This design comes from an exercise in tuning for small area, a short achievable clock period and few clock cycles per item on the open sky130 flow, not from production work. The RTL was checked by simulation tests, not by an equivalence proof against the original design. Power is estimated from default activity; no workload was simulated.

[flow/run.sh]
#!/bin/bash
# synth_recipe.tcl (not shown) runs the flow's synth.tcl, then flattens the netlist and writes it again
# the make line also repeats each setting of config.mk as NAME=value (left out here)
make -C /OpenROAD-flow-scripts/flow DESIGN_CONFIG=/design/flow/config.mk WORK_HOME=/design/flow/orfs CLKGATE_MAP_FILE= SYNTH_SCRIPT=/design/flow/synth_recipe.tcl finish
[flow/config.mk]
export PLATFORM = sky130hd
export DESIGN_NAME = rational_arithmetic_unit
export DESIGN_NICKNAME = rational_arithmetic_unit
export VERILOG_FILES = /design/flow/design.v
export SDC_FILE = /design/flow/constraint.sdc
export NUM_CORES = 4
export LEC_CHECK = 0
export CAP_MARGIN = 20
export CORE_MARGIN = 2
export CORE_UTILIZATION = 40
export CTS_BUF_LIST = sky130_fd_sc_hd__clkbuf_8
export SETUP_SLACK_MARGIN = 3.2
export SLEW_MARGIN = 20
[flow/constraint.sdc]
create_clock -name core_clock -period 7.0 [get_ports {clock}]
set_input_delay 1.4000 -clock core_clock [delete_from_list [all_inputs] [get_ports {clock}]]
set_output_delay 1.4000 -clock core_clock [all_outputs]
set_load 0.01 [all_outputs]
[flow/design.v]
package rau_pkg;
   localparam int FIELD_BITS = 32;
   localparam int DEN_BITS   = 31;
   localparam logic [2:0] OP_NORM = 3'd0;
   localparam logic [2:0] OP_ADD  = 3'd1;
   localparam logic [2:0] OP_SUB  = 3'd2;
   localparam logic [2:0] OP_MUL  = 3'd3;
   localparam logic [2:0] OP_DIV  = 3'd4;
   localparam logic [2:0] OP_CMP  = 3'd5;
endpackage
module rau_shared_unit (
   input  logic        nz,
   input  logic        two,
   input  logic        neg,
   input  logic [33:0] mc,
   input  logic        mc_big,
   input  logic [32:0] mp,
   input  logic [35:0] acc,
   output logic [35:0] acc_next,
   output logic        nzbig,
   output logic [33:0] mc_next,
   output logic        mc_big_next,
   output logic [32:0] mp_next,
   output logic [2:0]  dig_next,
   output logic        last
);
   logic [35:0] pp;
   assign pp          = !nz ? 36'd0 : two ? {{1{mc[33]}}, mc, 1'b0} : {{2{mc[33]}}, mc};
   assign acc_next    = acc + (neg ? ~pp : pp) + {35'd0, neg};
   assign nzbig       = nz && mc_big;
   assign mc_next     = {mc[31:0], 2'b00};
   assign mc_big_next = mc_big || (mc[33:31] != {3{mc[33]}});
   assign mp_next     = {{2{mp[32]}}, mp[32:2]};
   assign dig_next    = mp[4:2];
   assign last        = (mp[32:2] == '0) || (mp[32:2] == '1);
endmodule
module rational_arithmetic_unit (
   input  logic        clock,
   input  logic        reset,
   input  logic        req_valid,
   output logic        req_ready,
   input  logic [2:0]  req_op,
   input  logic [31:0] req_a_num,
   input  logic [31:0] req_a_den,
   input  logic [31:0] req_b_num,
   input  logic [31:0] req_b_den,
   output logic        rsp_valid,
   input  logic        rsp_ready,
   output logic [31:0] rsp_res_num,
   output logic [30:0] rsp_res_den,
   output logic        rsp_less,
   output logic        rsp_greater,
   output logic        rsp_equal,
   output logic        rsp_zero_den,
   output logic        rsp_overflow
);
   localparam logic [2:0] M_IDLE = 3'd0;
   localparam logic [2:0] M_MUL1 = 3'd1;    
   localparam logic [2:0] M_MUL2 = 3'd2;    
   localparam logic [2:0] M_COMB = 3'd3;    
   localparam logic [2:0] M_MUL3 = 3'd4;    
   localparam logic [2:0] M_DONE = 3'd5;    
   logic        pre_ok_ff, pre_deq_ff, pre_eq_ff, pre_sw1_ff, pre_sw2_ff, pre_sw3_ff;
   logic [31:0] rx, ry;
   function automatic logic [7:0] sig8(input logic [31:0] x);
      logic [31:0] m;
      m = x ^ {32{x[31]}};
      for (int k = 0; k < 8; k++) sig8[k] = |m[4*k +: 4];
   endfunction
   function automatic logic smaller(input logic [31:0] x, input logic [31:0] y);
      smaller = sig8(y) > sig8(x);
   endfunction
   function automatic logic [2:0] booth(input logic [2:0] b, input logic inv);
      booth[2] = (b != 3'b000) && (b != 3'b111);
      booth[1] = (b == 3'b011) || (b == 3'b100);
      booth[0] = (b != 3'b000) && (b != 3'b111) && (b[2] ^ inv);
   endfunction
   logic accept;
   assign rx = req_a_num;
   assign ry = (req_op == rau_pkg::OP_MUL) ? req_b_num : req_b_den;
   always_ff @(posedge clock) begin
      pre_ok_ff  <= req_valid && !accept && !reset;
      pre_deq_ff <= (req_a_den == req_b_den);
      pre_eq_ff  <= (req_a_num == req_b_num) && (req_a_den == req_b_den);
      pre_sw1_ff <= smaller(rx, ry);
      pre_sw2_ff <= smaller(req_a_den, (req_op == rau_pkg::OP_MUL) ? req_b_den : req_b_num);
      pre_sw3_ff <= smaller(req_a_den, req_b_den);
   end
   logic [2:0]  ms_ff, ms_in;
   logic [2:0]  op_ff, op_in;
   logic        meq_ff, meq_in, movf_ff, movf_in;
   logic        deq_ff, deq_in;       
   logic        tkn_ff, tkn_in;       
   logic [31:0] x_ff, x_in, y_ff, y_in;
   logic [33:0] mc_ff, mc_in;
   logic        mcb_ff, mcb_in;
   logic [32:0] mp_ff, mp_in;
   logic [2:0]  dig_ff, dig_in;       
   logic [3:0]  acch_ff, acch_in;     
   logic        accb_ff, accb_in;
   logic        mfirst_ff, mfirst_in;
   logic        chk_ff, chk_in;       
   logic        chkx_ff, chkx_in;     
   logic        bv_ff, bv_in;         
   logic [31:0] bx_ff, bx_in, by_ff, by_in;
   logic [2:0]  bop_ff, bop_in;
   logic        beq_ff, beq_in, bovf_ff, bovf_in, blt_ff, blt_in, bgt_ff, bgt_in;
   logic        bxz_ff, bxz_in, byz_ff, byz_in;
   logic        gs_ff, gs_in;         
   logic        out_vld_ff, out_vld_in;
   logic [31:0] u_ff, u_in, v_ff, v_in;
   logic [31:0] a_ff, a_in, b_ff, b_in, c_ff, c_in, d_ff, d_in;
   logic        sgn_ff, sgn_in;
   logic        lt_ff, lt_in, gt_ff, gt_in, eq_ff, eq_in, zd_ff, zd_in, ovf_ff, ovf_in;
   logic g_take, m_hand, start;
   assign g_take    = bv_ff && !gs_ff && (!out_vld_ff || rsp_ready);
   assign m_hand    = (ms_ff == M_DONE) && (!bv_ff || g_take);
   assign start     = req_valid && pre_ok_ff && ((ms_ff == M_IDLE) || (m_hand && tkn_ff));
   assign req_ready = !tkn_ff && ((ms_ff == M_MUL1 && deq_ff && is_addsub)
                                  || (ms_ff == M_MUL2 && !is_addsub)
                                  || (ms_ff == M_COMB && is_cmp)
                                  || (ms_ff == M_MUL3) || (ms_ff == M_DONE));
   assign accept    = req_valid && req_ready;
   wire is_addsub = (op_ff == rau_pkg::OP_ADD) || (op_ff == rau_pkg::OP_SUB);
   wire is_cmp    = (op_ff == rau_pkg::OP_CMP);
   logic        load;
   logic [31:0] opx, opy, mcand, mplier;
   logic        swap;
   always_comb begin
      opx = req_a_den;
      if (ms_ff == M_MUL1) begin
         opy  = (op_ff == rau_pkg::OP_MUL) ? req_b_den : req_b_num;
         swap = pre_sw2_ff;
      end else begin
         opy  = req_b_den;
         swap = pre_sw3_ff;
      end
   end
   assign mcand  = swap ? opy : opx;
   assign mplier = swap ? opx : opy;
   logic        in_x;        
   logic [35:0] acc_cur, acc_nx;
   logic [33:0] mc_nx;
   logic        nzbig, mcb_nx, m_last, accb_now;
   logic [32:0] mp_nx;
   logic [2:0]  dig_nx;
   assign in_x     = (ms_ff == M_MUL1) || (ms_ff == M_COMB);
   assign acc_cur  = mfirst_ff ? 36'd0
                   : (ms_ff == M_COMB) ? {{4{x_ff[31]}}, x_ff}
                   : {{2{acch_ff[1]}}, acch_ff[1:0], in_x ? x_ff : y_ff};
   assign accb_now = !mfirst_ff && (ms_ff != M_COMB)
                     && (accb_ff || (acch_ff[3:1] != {3{acch_ff[1]}}));
   rau_shared_unit u_mul (
      .nz         (dig_ff[2]),
      .two        (dig_ff[1]),
      .neg        (dig_ff[0]),
      .mc         (mc_ff),
      .mc_big     (mcb_ff),
      .mp         (mp_ff),
      .acc        (acc_cur),
      .acc_next   (acc_nx),
      .nzbig      (nzbig),
      .mc_next    (mc_nx),
      .mc_big_next(mcb_nx),
      .mp_next    (mp_nx),
      .dig_next   (dig_nx),
      .last       (m_last)
   );
   logic [33:0] chk_val;
   logic        chk_ovf, movf_all;
   assign chk_val  = {acch_ff[1:0], chkx_ff ? x_ff : y_ff};
   assign chk_ovf  = chk_ff && (accb_ff || (acch_ff[3:1] != {3{acch_ff[1]}})
                                || (chk_val[33:31] != {3{chk_val[31]}}));
   assign movf_all = movf_ff || chk_ovf;
   always_comb begin
      ms_in     = ms_ff;
      op_in     = op_ff;
      meq_in    = meq_ff;
      deq_in    = deq_ff;
      tkn_in    = tkn_ff || accept;
      movf_in   = movf_all;
      x_in      = x_ff;
      y_in      = y_ff;
      mc_in     = mc_ff;
      mcb_in    = mcb_ff;
      mp_in     = mp_ff;
      dig_in    = dig_ff;
      acch_in   = acch_ff;
      accb_in   = accb_ff;
      mfirst_in = mfirst_ff;
      chk_in    = 1'b0;
      chkx_in   = chkx_ff;
      load      = 1'b0;
      bv_in     = bv_ff && !g_take;
      bx_in     = bx_ff;
      by_in     = by_ff;
      bop_in    = bop_ff;
      beq_in    = beq_ff;
      bovf_in   = bovf_ff;
      blt_in    = blt_ff;
      bgt_in    = bgt_ff;
      bxz_in    = bxz_ff;
      byz_in    = byz_ff;
      if (m_hand) begin
         ms_in   = M_IDLE;
         bv_in   = 1'b1;
         bx_in   = x_ff;
         by_in   = y_ff;
         bop_in  = op_ff;
         beq_in  = meq_ff;
         bovf_in = movf_all;
         blt_in  = acch_ff[1];
         bgt_in  = !acch_ff[1] && ({acch_ff[1:0], x_ff} != 34'd0);
         bxz_in  = (x_ff == 32'd0);
         byz_in  = (y_ff == 32'd0);
      end
      case (ms_ff)
         M_MUL1, M_MUL2, M_COMB, M_MUL3: begin
            mc_in     = mc_nx;
            mcb_in    = mcb_nx;
            mp_in     = mp_nx;
            dig_in    = booth(dig_nx, 1'b0);
            acch_in   = acc_nx[35:32];
            accb_in   = accb_now || nzbig;
            mfirst_in = 1'b0;
            if (in_x) begin
               x_in = acc_nx[31:0];
            end else begin
               y_in = acc_nx[31:0];
            end
            if (m_last) begin
               chk_in  = !(ms_ff == M_COMB && is_cmp);
               chkx_in = in_x;
               case (ms_ff)
                  M_MUL1: begin
                     if (deq_ff && is_addsub) begin
                        ms_in = M_DONE;
                     end else begin
                        load  = 1'b1;
                        ms_in = M_MUL2;
                     end
                  end
                  M_MUL2: begin
                     if (is_addsub || is_cmp) begin
                        mc_in     = {{2{acc_nx[31]}}, acc_nx[31:0]};
                        mcb_in    = 1'b0;
                        mp_in     = 33'd0;
                        dig_in    = {1'b1, 1'b0, (op_ff != rau_pkg::OP_ADD)};
                        mfirst_in = 1'b0;
                        ms_in     = M_COMB;
                     end else begin
                        ms_in = M_DONE;
                     end
                  end
                  M_COMB: begin
                     if (is_cmp) begin
                        ms_in = M_DONE;
                     end else begin
                        load  = 1'b1;
                        ms_in = M_MUL3;
                     end
                  end
                  default: ms_in = M_DONE;
               endcase
            end
         end
         default: ;
      endcase
      if (start) begin
         op_in   = req_op;
         deq_in  = pre_deq_ff;
         tkn_in  = 1'b0;
         x_in    = req_a_num;
         y_in    = req_a_den;
         meq_in  = (req_op == rau_pkg::OP_CMP) && pre_eq_ff;
         movf_in = 1'b0;
         mcb_in  = 1'b0;
         accb_in = 1'b0;
         case (req_op)
            rau_pkg::OP_ADD, rau_pkg::OP_SUB, rau_pkg::OP_MUL, rau_pkg::OP_DIV,
            rau_pkg::OP_CMP: begin
               ms_in = M_MUL1;
               if ((req_op == rau_pkg::OP_ADD || req_op == rau_pkg::OP_SUB) && pre_deq_ff) begin
                  mc_in     = {{2{req_b_num[31]}}, req_b_num};
                  mp_in     = 33'd0;
                  dig_in    = {1'b1, 1'b0, (req_op == rau_pkg::OP_SUB)};
                  acch_in   = {4{req_a_num[31]}};
                  mfirst_in = 1'b0;
               end else begin
                  mc_in     = pre_sw1_ff ? {{2{ry[31]}}, ry} : {{2{rx[31]}}, rx};
                  mp_in     = pre_sw1_ff ? {rx, 1'b0} : {ry, 1'b0};
                  dig_in    = booth(pre_sw1_ff ? {rx[1:0], 1'b0} : {ry[1:0], 1'b0}, 1'b0);
                  mfirst_in = 1'b1;
               end
            end
            default: ms_in = M_DONE;
         endcase
      end
      if (load) begin
         mc_in     = {{2{mcand[31]}}, mcand};
         mcb_in    = 1'b0;
         mp_in     = {mplier, 1'b0};
         dig_in    = booth({mplier[1:0], 1'b0}, 1'b0);
         mfirst_in = 1'b1;
      end
   end
   logic [32:0] d1, d2;
   logic [31:0] sab, scd, x_mag, y_mag;
   logic        uv_eq;
   assign d1    = {1'b0, u_ff} - {1'b0, v_ff};
   assign d2    = {1'b0, v_ff} - {1'b0, u_ff};
   assign sab   = a_ff + b_ff;
   assign scd   = c_ff + d_ff;
   assign uv_eq = (u_ff == v_ff);
   assign x_mag = bx_ff[31] ? -bx_ff : bx_ff;
   assign y_mag = by_ff[31] ? -by_ff : by_ff;
   logic [31:0] su, sv;
   logic [3:0]  pu, pv;
   assign su = g_take ? x_mag : u_ff;
   assign sv = g_take ? y_mag : v_ff;
   assign pu = g_take ? bx_ff[3:0] : u_ff[3:0];    
   assign pv = g_take ? by_ff[3:0] : v_ff[3:0];
   logic        g_uodd, g_vodd, g_both, g_done, g_usel, g_vsel, g_shac, g_shbd, g_adda, g_addb;
   logic [3:0]  g_x;
   logic [31:0] g_u, g_v, g_a, g_b, g_c, g_d;
   logic [1:0]  g_t;          
   assign g_uodd = pu[0];
   assign g_vodd = pv[0];
   assign g_both = g_uodd && g_vodd;
   assign g_done = g_both && uv_eq;
   assign g_x    = g_both ? d1[3:0] : (!g_uodd && !g_vodd) ? (pu | pv)
                 : !g_uodd ? pu : pv;
   assign g_t    = g_x[1] ? 2'd0 : g_x[2] ? 2'd1 : g_x[3] ? 2'd2 : 2'd3;
   assign g_usel = g_both ? !d1[32] : !g_uodd;
   assign g_vsel = g_both ?  d1[32] : !g_vodd;
   assign g_shac = g_both ? !d1[32] : (!g_uodd && g_vodd);
   assign g_shbd = g_both ?  d1[32] : (g_uodd && !g_vodd);
   assign g_adda = g_both &&  d1[32];
   assign g_addb = g_both && !d1[32];
   assign g_u    = {1'b0, (g_both ? d1[31:1] : su[31:1])} >> g_t;
   assign g_v    = {1'b0, (g_both ? d2[31:1] : sv[31:1])} >> g_t;
   assign g_a    = {a_ff[30:0], 1'b0} << g_t;
   assign g_b    = {b_ff[30:0], 1'b0} << g_t;
   assign g_c    = {c_ff[30:0], 1'b0} << g_t;
   assign g_d    = {d_ff[30:0], 1'b0} << g_t;
   always_comb begin
      gs_in      = gs_ff;
      out_vld_in = out_vld_ff && !rsp_ready;
      u_in       = u_ff;
      v_in       = v_ff;
      a_in       = a_ff;
      b_in       = b_ff;
      c_in       = c_ff;
      d_in       = d_ff;
      sgn_in     = sgn_ff;
      lt_in      = lt_ff;
      gt_in      = gt_ff;
      eq_in      = eq_ff;
      zd_in      = zd_ff;
      ovf_in     = ovf_ff;
      if (g_take) begin
         lt_in  = 1'b0;
         gt_in  = 1'b0;
         eq_in  = beq_ff;
         zd_in  = 1'b0;
         ovf_in = bovf_ff;
         a_in   = 32'd0;
         c_in   = 32'd1;
         case (bop_ff)
            rau_pkg::OP_CMP: begin
               lt_in      = blt_ff;
               gt_in      = bgt_ff;
               out_vld_in = 1'b1;
            end
            rau_pkg::OP_NORM, rau_pkg::OP_ADD, rau_pkg::OP_SUB, rau_pkg::OP_MUL,
            rau_pkg::OP_DIV: begin
               if (byz_ff) begin
                  a_in       = bx_ff;
                  zd_in      = 1'b1;
                  out_vld_in = 1'b1;
               end else if (bxz_ff) begin
                  out_vld_in = 1'b1;
               end else begin
                  sgn_in = bx_ff[31] ^ by_ff[31];
                  u_in   = (!g_uodd) ? g_u : x_mag;
                  v_in   = (!g_vodd) ? g_v : y_mag;
                  a_in   = (g_uodd || !g_vodd) ? 32'd1 : (32'd2 << g_t);
                  if (bx_ff[31] ^ by_ff[31]) a_in = -a_in;
                  b_in   = 32'd0;
                  c_in   = 32'd0;
                  d_in   = (g_vodd || !g_uodd) ? 32'd1 : (32'd2 << g_t);
                  gs_in  = 1'b1;
               end
            end
            default: out_vld_in = 1'b1;
         endcase
      end else if (gs_ff) begin
         if (g_done) begin
            a_in       = sab;
            c_in       = scd[31] ? 32'h7fff_ffff : scd;
            ovf_in     = ovf_ff | (!sgn_ff && sab[31]) | scd[31];
            out_vld_in = 1'b1;
            gs_in      = 1'b0;
         end else begin
            if (g_usel) u_in = g_u;
            if (g_vsel) v_in = g_v;
            if (g_shac) begin
               a_in = g_a;
               c_in = g_c;
            end else if (g_adda) begin
               a_in = sab;
               c_in = scd;
            end
            if (g_shbd) begin
               b_in = g_b;
               d_in = g_d;
            end else if (g_addb) begin
               b_in = sab;
               d_in = scd;
            end
         end
      end
   end
   always_ff @(posedge clock) begin
      if (reset) begin
         ms_ff      <= M_IDLE;
         tkn_ff     <= 1'b0;
         bv_ff      <= 1'b0;
         gs_ff      <= 1'b0;
         out_vld_ff <= 1'b0;
      end else begin
         ms_ff      <= ms_in;
         tkn_ff     <= tkn_in;
         bv_ff      <= bv_in;
         gs_ff      <= gs_in;
         out_vld_ff <= out_vld_in;
      end
   end
   always_ff @(posedge clock) begin
      op_ff     <= op_in;
      meq_ff    <= meq_in;
      deq_ff    <= deq_in;
      movf_ff   <= movf_in;
      x_ff      <= x_in;
      y_ff      <= y_in;
      mc_ff     <= mc_in;
      mcb_ff    <= mcb_in;
      mp_ff     <= mp_in;
      dig_ff    <= dig_in;
      acch_ff   <= acch_in;
      accb_ff   <= accb_in;
      mfirst_ff <= mfirst_in;
      chk_ff    <= chk_in;
      chkx_ff   <= chkx_in;
      bx_ff     <= bx_in;
      by_ff     <= by_in;
      bop_ff    <= bop_in;
      beq_ff    <= beq_in;
      bovf_ff   <= bovf_in;
      blt_ff    <= blt_in;
      bgt_ff    <= bgt_in;
      bxz_ff    <= bxz_in;
      byz_ff    <= byz_in;
      u_ff      <= u_in;
      v_ff      <= v_in;
      a_ff      <= a_in;
      b_ff      <= b_in;
      c_ff      <= c_in;
      d_ff      <= d_in;
      sgn_ff    <= sgn_in;
      lt_ff     <= lt_in;
      gt_ff     <= gt_in;
      eq_ff     <= eq_in;
      zd_ff     <= zd_in;
      ovf_ff    <= ovf_in;
   end
   assign rsp_valid    = out_vld_ff;
   assign rsp_res_num  = a_ff;
   assign rsp_res_den  = c_ff[30:0];
   assign rsp_less     = lt_ff;
   assign rsp_greater  = gt_ff;
   assign rsp_equal    = eq_ff;
   assign rsp_zero_den = zd_ff;
   assign rsp_overflow = ovf_ff;
endmodule
==> results.py, run 1 <==
metrics = {
    "status": {
        "outcome": "timing/DRC/antenna clean",
    },
    "global_routing": {
        "grt_start_max_net_pins": 86,
        "overflow": 0,
        "grt_usage": 0.309,
        "antenna_found_initial": 3,
        "grt_pass1_wl_mm": 248,
        "grt_pass1_vias": 39300,
    },
    "worst_setup_path": {
        "critical_path.endpoint": "mc_ff[32]",
        "path_max_fanout": 8,
        "crit_start": "dig_ff[1]",
        "start_kind": "flip-flop",
        "arrival_ns": 4.42,
        "critical_path_class": "flip-flop to flip-flop",
        "worstPathRequired_ns": 7.63,
        "end_kind": "flip-flop",
        "r2r_cells": 17,
        "reg2reg_from": "dig_ff[1]",
        "r2r_end": "mc_ff[32]",
        "rrSetupSlack_ns": 3.21,
    },
    "synth": {
        "syn_area_sq_mm": 0.0407,
        "yosysTopAreaCellShare": 0.251,
        "yosys.area.top_type": "edfxtp_1",
        "ys_seq_area_frac": 0.296,
        "ys_types": 105,
        "postSynthAreaPerCell_sq_um": 7.94,
        "synthTopCellsByArea": "edfxtp_1 (25%), nand2_1 (7.7%), a21oi_1 (6.3%)",
        "synth_edf_count": 341,
        "yosys_warnings": 1,
        "synthCells": 5128,
        "ys.flop_type": "edfxtp_1",
        "async_reset_ff_frac": 0,
        "ys_ff_latch": 431,
    },
    "min_path": {
        "hold_class": "flip-flop to flip-flop",
    },
    "cells_and_area": {
        "final_cell_area_sq_mm": 0.0480,
        "seqCellArea_sq_mm": 0.0121,
        "fin_nets": 5586,
        "drive_gt1_frac": 0.125,
        "final_core_util": 0.474,
        "fillers": 10000,
        "multi_input_area_sq_mm": 0.0278,
        "syn2layout_area_growth_pct": 18.0,
    },
    "timing": {
        "maxSlewViolCount": 0,
        "grt_setup_unrepaired": "true",
        "slew_headroom": 0.375,
        "layout_min_cycle_time_ns": 3.79,
        "setup_viol": 0,
        "fmax_mhz": 264,
        "fin_worst_skew_ns": 0.0452,
        "hold_violations": 0,
        "tns_ns": 0,
        "tightestPinTransition_ns": 0.938,
        "hold-worst-slack_ns": 0.433,
        "period_share": 0.541,
    },
    "floorplanning": {
        "io_pins": 205,
        "fp-row-count": 117,
        "die_h_um": 323,
        "core_sq_mm": 0.101,
        "die_area_sq_mm": 0.104,
        "start_util": 0.402,
        "fp.dieW_um": 323,
    },
    "place": {
        "routabilityCongestion": 0.985,
        "placed_cell_area_sq_mm": 0.0438,
        "port_buffers": 204,
        "dp_hpwl_mm": 120,
    },
    "job": {
        "drv_cap": 0,
    },
    "clock_tree": {
        "numCtsBuffers": 85,
        "cts.sinks": 431,
        "cts_tree": "done",
        "clock_path_buffers": 3,
        "clkTransAtPathRegs_ns": 0.07,
        "cts_max_level": 3,
        "ctsRootBufferMaster": "clkbuf_8",
        "insertion_delay_ns": 0.75,
    },
    "power": {
        "power_density_mw_per_mm2": 294,
        "p_leak_nw": 18.4,
        "ir_worst_vdd_v": 0.000244,
    },
    "routing": {
        "final_antenna_net_count": 0,
        "viasPerCell": 6.24,
        "remaining_drc_errors": 0,
        "routedWlPerCell_um": 25.0,
        "firstDrtPassIters": 6,
        "vias": 41800,
        "first_iter_violations": 4545,
        "routed_wl_mm": 167,
    },
}
-- per-layer routing --
layer / GRT usage / wire (um) / up-vias
met4: 0.158 / 9050 / 0
met3: 0.0489 / 14100 / 416
met5: 0 / 0 / -
li1: - / - / 19300
met1: 0.404 / 68500 / 19900
met2: 0.492 / 75700 / 2194
-- power by group --
| part | leakage [nW] | switching (W) | internal (W) | total (W) |
|---|---|---|---|---|
| Clock | 0.995 | 0.00131 | 0.00155 | 0.00286 |
| Sequential | 3.86 | 0.000630 | 0.00361 | 0.00424 |
| Combinational | 13.5 | 0.00406 | 0.00295 | 0.00702 |
| Total | 18.4 | 0.00600 | 0.00811 | 0.0141 |
-- sequential cells by signal (all words and copies together) (netlist names), 4 cells and up --
| register | flops |
|---|---|
| acch_ff | 4 |
| b_ff | 32 |
| mp_ff | 31 |
| a_ff | 32 |
| y_ff | 32 |
| by_ff | 32 |
| v_ff | 32 |
| bx_ff | 32 |
| d_ff | 32 |
| c_ff | 32 |
| u_ff | 32 |
| mc_ff | 34 |
| x_ff | 32 |
-- cells in the mapped netlist, types with 35 or more instances --
library cell	instances
a211oi_1	120
a21o_1	89
a21oi_1	509
a31oi_1	77
and3_1	61
buf_1	46
buf_2	51
buf_4	46
clkbuf_1	235
dfxtp_1	90
edfxtp_1	341
ha_1	185
inv_1	121
mux2_2	46
mux2i_1	190
nand2_1	840
nand3_1	154
nand4_1	83
nor2_1	356
nor2b_1	60
nor3_1	85
nor4_1	64
o211ai_1	54
o21a_1	35
o21ai_0	318
o22ai_1	51
or3_1	36
xnor2_1	170
xor2_1	102
-- cells by family after synthesis --
kind of cell	share of synthesized area
and+or+nand+nor	0.217
AOI/OAI and AO/OA	0.241
buffers and inverters	0.0531
DFF	0.296
xor gates and xnor gates	0.0585
muxes	0.0752
adders and majority gates	0.0593
other	0.0000921
-- how the worst min path moves through the flow --
stage,startpoint,endpoint,slack [ns],depth (start not counted)
floorplan,meq_ff,beq_ff,0.40,0
global placement,meq_ff,beq_ff,0.41,0
detailed placement,meq_ff,beq_ff,0.41,0
CTS,meq_ff,beq_ff,0.43,0
global route,meq_ff,beq_ff,0.44,0
finish,meq_ff,beq_ff,0.43,0
-- area by class of cell --
| cell class | instances | share of cell area |
|---|---|---|
| Antenna cell | 1 | 0.0000521 |
| Clock buffer | 91 | 0.0261 |
| Clock inverter | 67 | 0.0115 |
| Inverter | 123 | 0.0101 |
| Multi-Input combinational cell | 4204 | 0.578 |
| Sequential cell | 431 | 0.251 |
| Tap cell | 1368 | 0.0356 |
| Timing Repair Buffer | 415 | 0.0872 |
| Timing Repair inverter | 1 | 0.000182 |
-- layout by cell type, fill, tap and decap left out, drive strengths merged, types with 23 or more instances in the layout --
cell	instances
a221oi	24
a211oi	122
a21oi	512
nand2b	28
xnor2	170
or3	38
o211ai	55
o21a	39
buf	207
clkbuf	98
or4	38
clkinv	33
mux2i	190
o221ai	25
nor3	87
nor4	65
and3	61
ha	185
mux4	28
and2	23
a31oi	77
dfxtp	90
inv	144
clkdlybuf4s50	194
o21ai	344
a21o	89
edfxtp	341
o22ai	51
mux2	47
nand2	842
o31ai	36
xor2	102
nand4	83
nand3	154
nor2b	60
nor2	360
-- critical path, cell delays in order, from the launching register on --
cell and delay (ns):
dfxtp_4 0.44, clkbuf_16 0.19, mux2_2 0.33, nand2_1 0.08
xnor2_1 0.08, ha_2 0.41, nand2_2 0.07, o21ai_2 0.19
a221oi_2 0.09, or2_4 0.29, a311oi_2 0.26, buf_4 0.17
o211ai_1 0.08, buf_4 0.16, o21ai_2 0.17, xor2_2 0.29
a211oi_2 0.14, a221oi_1 0.25
-- metrics by stage --
stage | total power, W | setup WS (ns) | std cells
3_5_place_dp | 0.0103 | 1.09 | 6405
5_1_grt | 0.0150 | 3.08 | 6701
3_3_place_gp | 0.0103 | 1.12 | 6405
2_1_floorplan | 0.00848 | 2.76 | 5129
6_report | 0.0141 | 3.21 | 6701
4_1_cts | 0.0134 | 3.19 | 6641
-- repair_timing --
action                                  CTS  global route
setup buffers                            64            53
endpoints found under the setup margin  459           369
resized for setup                       168           124
hold buffers                              0             0
gates cloned                             14             6
pin swaps                                31            53
Testbench counts, summed over its fixed seeds: cycles 31,150, items 2,400.
==> run 2: changes to the inputs <==
--- a/flow/config.mk
+++ b/flow/config.mk
@@ -11,3 +11,3 @@
 export CTS_BUF_LIST = sky130_fd_sc_hd__clkbuf_8
-export SETUP_SLACK_MARGIN = 3.2
+export SETUP_SLACK_MARGIN = 3.0
 export SLEW_MARGIN = 20
==> results.py, run 2 <==
metrics = {
    "power": {
        "power_w": 0.0134,
        "seqPwrFrac": 0.314,
        "netSwitchingFraction": 0.431,
        "clockPowerShare": 0.192,
        "ir_worst_vdd_v": 0.000221,
        "power_density_mw_per_mm2": 287,
        "intPower_w": 0.00764,
        "p_comb_frac": 0.494,
        "p_sw_w": 0.00579,
        "p_leak_nw": 17.9,
    },
    "routing": {
        "vias": 41300,
        "routed_wl_mm": 164,
        "firstDrtPassIters": 6,
        "viasPerCell": 6.22,
        "final_antenna_net_count": 0,
        "first_iter_violations": 4809,
        "routedWlPerCell_um": 24.7,
        "remaining_drc_errors": 0,
    },
    "floorplanning": {
        "die_h_um": 323,
        "start_util": 0.402,
        "fp-row-count": 117,
        "core_sq_mm": 0.101,
        "fp.dieW_um": 323,
        "io_pins": 205,
        "die_area_sq_mm": 0.104,
    },
    "worst_setup_path": {
        "start_kind": "flip-flop",
        "r2r_cells": 12,
        "worstPathRequired_ns": 7.44,
        "end_kind": "flip-flop",
        "r2r_end": "v_ff[25]",
        "arrival_ns": 4.40,
        "critical_path_class": "flip-flop to flip-flop",
        "rrSetupSlack_ns": 3.04,
        "critical_path.endpoint": "v_ff[25]",
        "crit_start": "u_ff[16]",
        "path_max_fanout": 14,
        "reg2reg_from": "u_ff[16]",
    },
    "place": {
        "routabilityCongestion": 0.984,
        "dp_hpwl_mm": 120,
        "port_buffers": 204,
    },
    "synth": {
        "yosysTopAreaCellShare": 0.251,
        "postSynthAreaPerCell_sq_um": 7.94,
        "ys_ff_latch": 431,
        "synth_edf_count": 341,
        "ys_top_cells_by_count": "nand2_1 (840), a21oi_1 (509), nor2_1 (356)",
        "ys_seq_area_frac": 0.296,
        "ys.flop_type": "edfxtp_1",
        "synthCells": 5128,
        "yosys_warnings": 1,
        "syn_area_sq_mm": 0.0407,
        "yosys.area.top_type": "edfxtp_1",
        "async_reset_ff_frac": 0,
        "synth_most_common_cell": "nand2_1",
        "synthTopCellsByArea": "edfxtp_1 (25%), nand2_1 (7.7%), a21oi_1 (6.3%)",
        "ys_types": 105,
    },
    "timing": {
        "tns_ns": 0,
        "maxSlewViolCount": 0,
        "slew_headroom": 0.297,
        "setup_viol": 0,
        "grt_setup_unrepaired": "true",
        "fmax_mhz": 253,
        "period_share": 0.565,
        "fin_worst_skew_ns": 0.0467,
        "layout_min_cycle_time_ns": 3.96,
        "hold_violations": 0,
        "tightestPinTransition_ns": 1.05,
    },
    "cells_and_area": {
        "fillers": 10200,
        "largest_reg_flops": 34,
        "layout_commonest_cell": "nand2_1",
        "mostFrequentLayoutCells": "nand2_1 (831), a21oi_1 (494), nor2_1 (349)",
        "drive_gt1_frac": 0.100,
        "fin_nets": 5528,
        "syn2layout_area_growth_pct": 15.0,
        "top_register": "mc_ff",
    },
    "clock_tree": {
        "clkTransAtPathRegs_ns": 0.06,
        "ctsHoldBuffers": 0,
        "insertion_delay_ns": 0.73,
        "ctsRootBufferMaster": "clkbuf_8",
        "cts_max_level": 3,
        "clock_path_buffers": 3,
        "cts_tree": "done",
        "numCtsBuffers": 83,
        "cts.sinks": 431,
    },
    "global_routing": {
        "grt_usage": 0.305,
        "grt_pass1_vias": 38800,
        "grt_start_max_net_pins": 88,
        "grt_pass1_wl_mm": 246,
        "overflow": 0,
        "antenna_found_initial": 3,
    },
    "status": {
        "outcome": "timing/DRC/antenna clean",
    },
    "min_path": {
        "hold_class": "flip-flop to flip-flop",
    },
    "job": {
        "drv_cap": 0,
    },
}
## run 2: layer usage
metal / share of wire / wire length (um) / global-route usage
met2: 0.45 / 74400 / 0.488
met3: 0.084 / 13800 / 0.0450
met1: 0.41 / 67500 / 0.405
met5: 0.000079 / 13 / 0
met4: 0.050 / 8120 / 0.141
## run 2: cell families after synthesis
logic type	Yosys count	share of synthesized area
buffers and inverters	505	0.0531
DFF	431	0.296
and+or+nand+nor	1909	0.217
AOI/OAI and AO/OA	1555	0.241
xor gates and xnor gates	272	0.0585
muxes	265	0.0752
adders and majority gates	190	0.0593
other	1	0.0000921
## run 2: worst max-delay path, cell delays in order (launching register included)
cell and delay (ns):
edfxtp_1 0.39, inv_1 0.10, ha_2 0.37, a21oi_1 0.58, o2111ai_1 0.27, a21oi_1 0.31, o211ai_1 0.29, a21oi_1 0.27
xnor2_1 0.16, a211oi_2 0.45, or3_1 0.18, o311a_1 0.22, o22ai_1 0.08
## run 2: stage by stage
step | utilization | instances | cell area [sq um] | worst slack, ns | hold WS, ns
3_5_place_dp | 0.432 | 6404 | 43800 | 1.21 | 0.434
5_1_grt | 0.462 | 6643 | 46800 | 2.94 | 0.460
4_1_cts | 0.456 | 6593 | 46200 | 3.00 | 0.447
2_1_floorplan | - | 5129 | 40900 | 2.76 | 0.400
6_report | 0.462 | 6643 | 46800 | 3.04 | 0.441
3_3_place_gp | 0.432 | 6403 | 43800 | 1.24 | 0.433
## run 2: cell type report
class | count | area, sq um | area share
Antenna cell | 2 | 5.00 | 0.000107
Clock buffer | 90 | 1240 | 0.0264
Clock inverter | 65 | 375 | 0.00801
Inverter | 123 | 494 | 0.0106
Multi-Input combinational cell | 4197 | 27300 | 0.582
Sequential cell | 431 | 12100 | 0.257
Tap cell | 1368 | 1710 | 0.0365
Timing Repair Buffer | 366 | 3680 | 0.0785
Timing Repair inverter | 1 | 8.76 | 0.000187
## run 2: how the worst min path moves through the flow
stage	from	to	slack, ns	cells past startpoint
3_5_place_dp	meq_ff	beq_ff	0.43	0
4_1_cts	meq_ff	beq_ff	0.45	0
6_report	meq_ff	beq_ff	0.44	0
3_3_place_gp	meq_ff	beq_ff	0.43	0
2_1_floorplan	meq_ff	beq_ff	0.40	0
5_1_grt	meq_ff	beq_ff	0.46	0
## run 2: what timing repair did
| item | 4_1_cts | 5_1_grt |
|---|---|---|
| hold endpoints to repair | 0 | 0 |
| buffers inserted | 25 | 46 |
| gates cloned | 9 | 2 |
| endpoints found under the setup margin | 421 | 179 |
| pin swaps | 14 | 22 |
| gates resized for setup | 83 | 83 |
## run 2: power by group through the flow
| stage | Clock [W] | Combinational [W] | Sequential, W |
|---|---|---|---|
| 2_1_floorplan | 0 | 0.00457 | 0.00390 |
| 3_3_place_gp | 0 | 0.00597 | 0.00424 |
| 3_5_place_dp | 0 | 0.00600 | 0.00425 |
| 4_1_cts | 0.00260 | 0.00616 | 0.00420 |
| 5_1_grt | 0.00270 | 0.00733 | 0.00426 |
| 6_report | 0.00258 | 0.00664 | 0.00422 |

-- static timing again, ports no longer ideal --
The results above use ideal ports. As a check the final layouts listed here were re-extracted and re-timed, cells and wires unchanged.
Step 1, drivers: a clkbuf_16 drives clock and a buf_2 each remaining input, both assumed.
Step 2 times the ports against the registers' clock, not the clock port: input delays grow and output delays shrink by t, the midpoint of the rising clock arrivals with the driver on.
Slacks: ideal / step 1 / step 2; pairs: ideal / step 1.
run	t, ns	setup WS [ns]	hold slack, ns	slew at the worst register clock pin (ns)
run 1	0.806	3.212 / 3.212 / 2.438	0.433 / 0.433 / 0.433	0.07 / 0.07
run 2	0.777	3.043 / 3.043 / 2.492	0.441 / 0.441 / 0.441	0.08 / 0.08
After both steps every run listed still meets setup and hold. The setup slack of run 1, which loses most, moves by 0.000 ns with the drivers and by -0.774 ns with both steps.
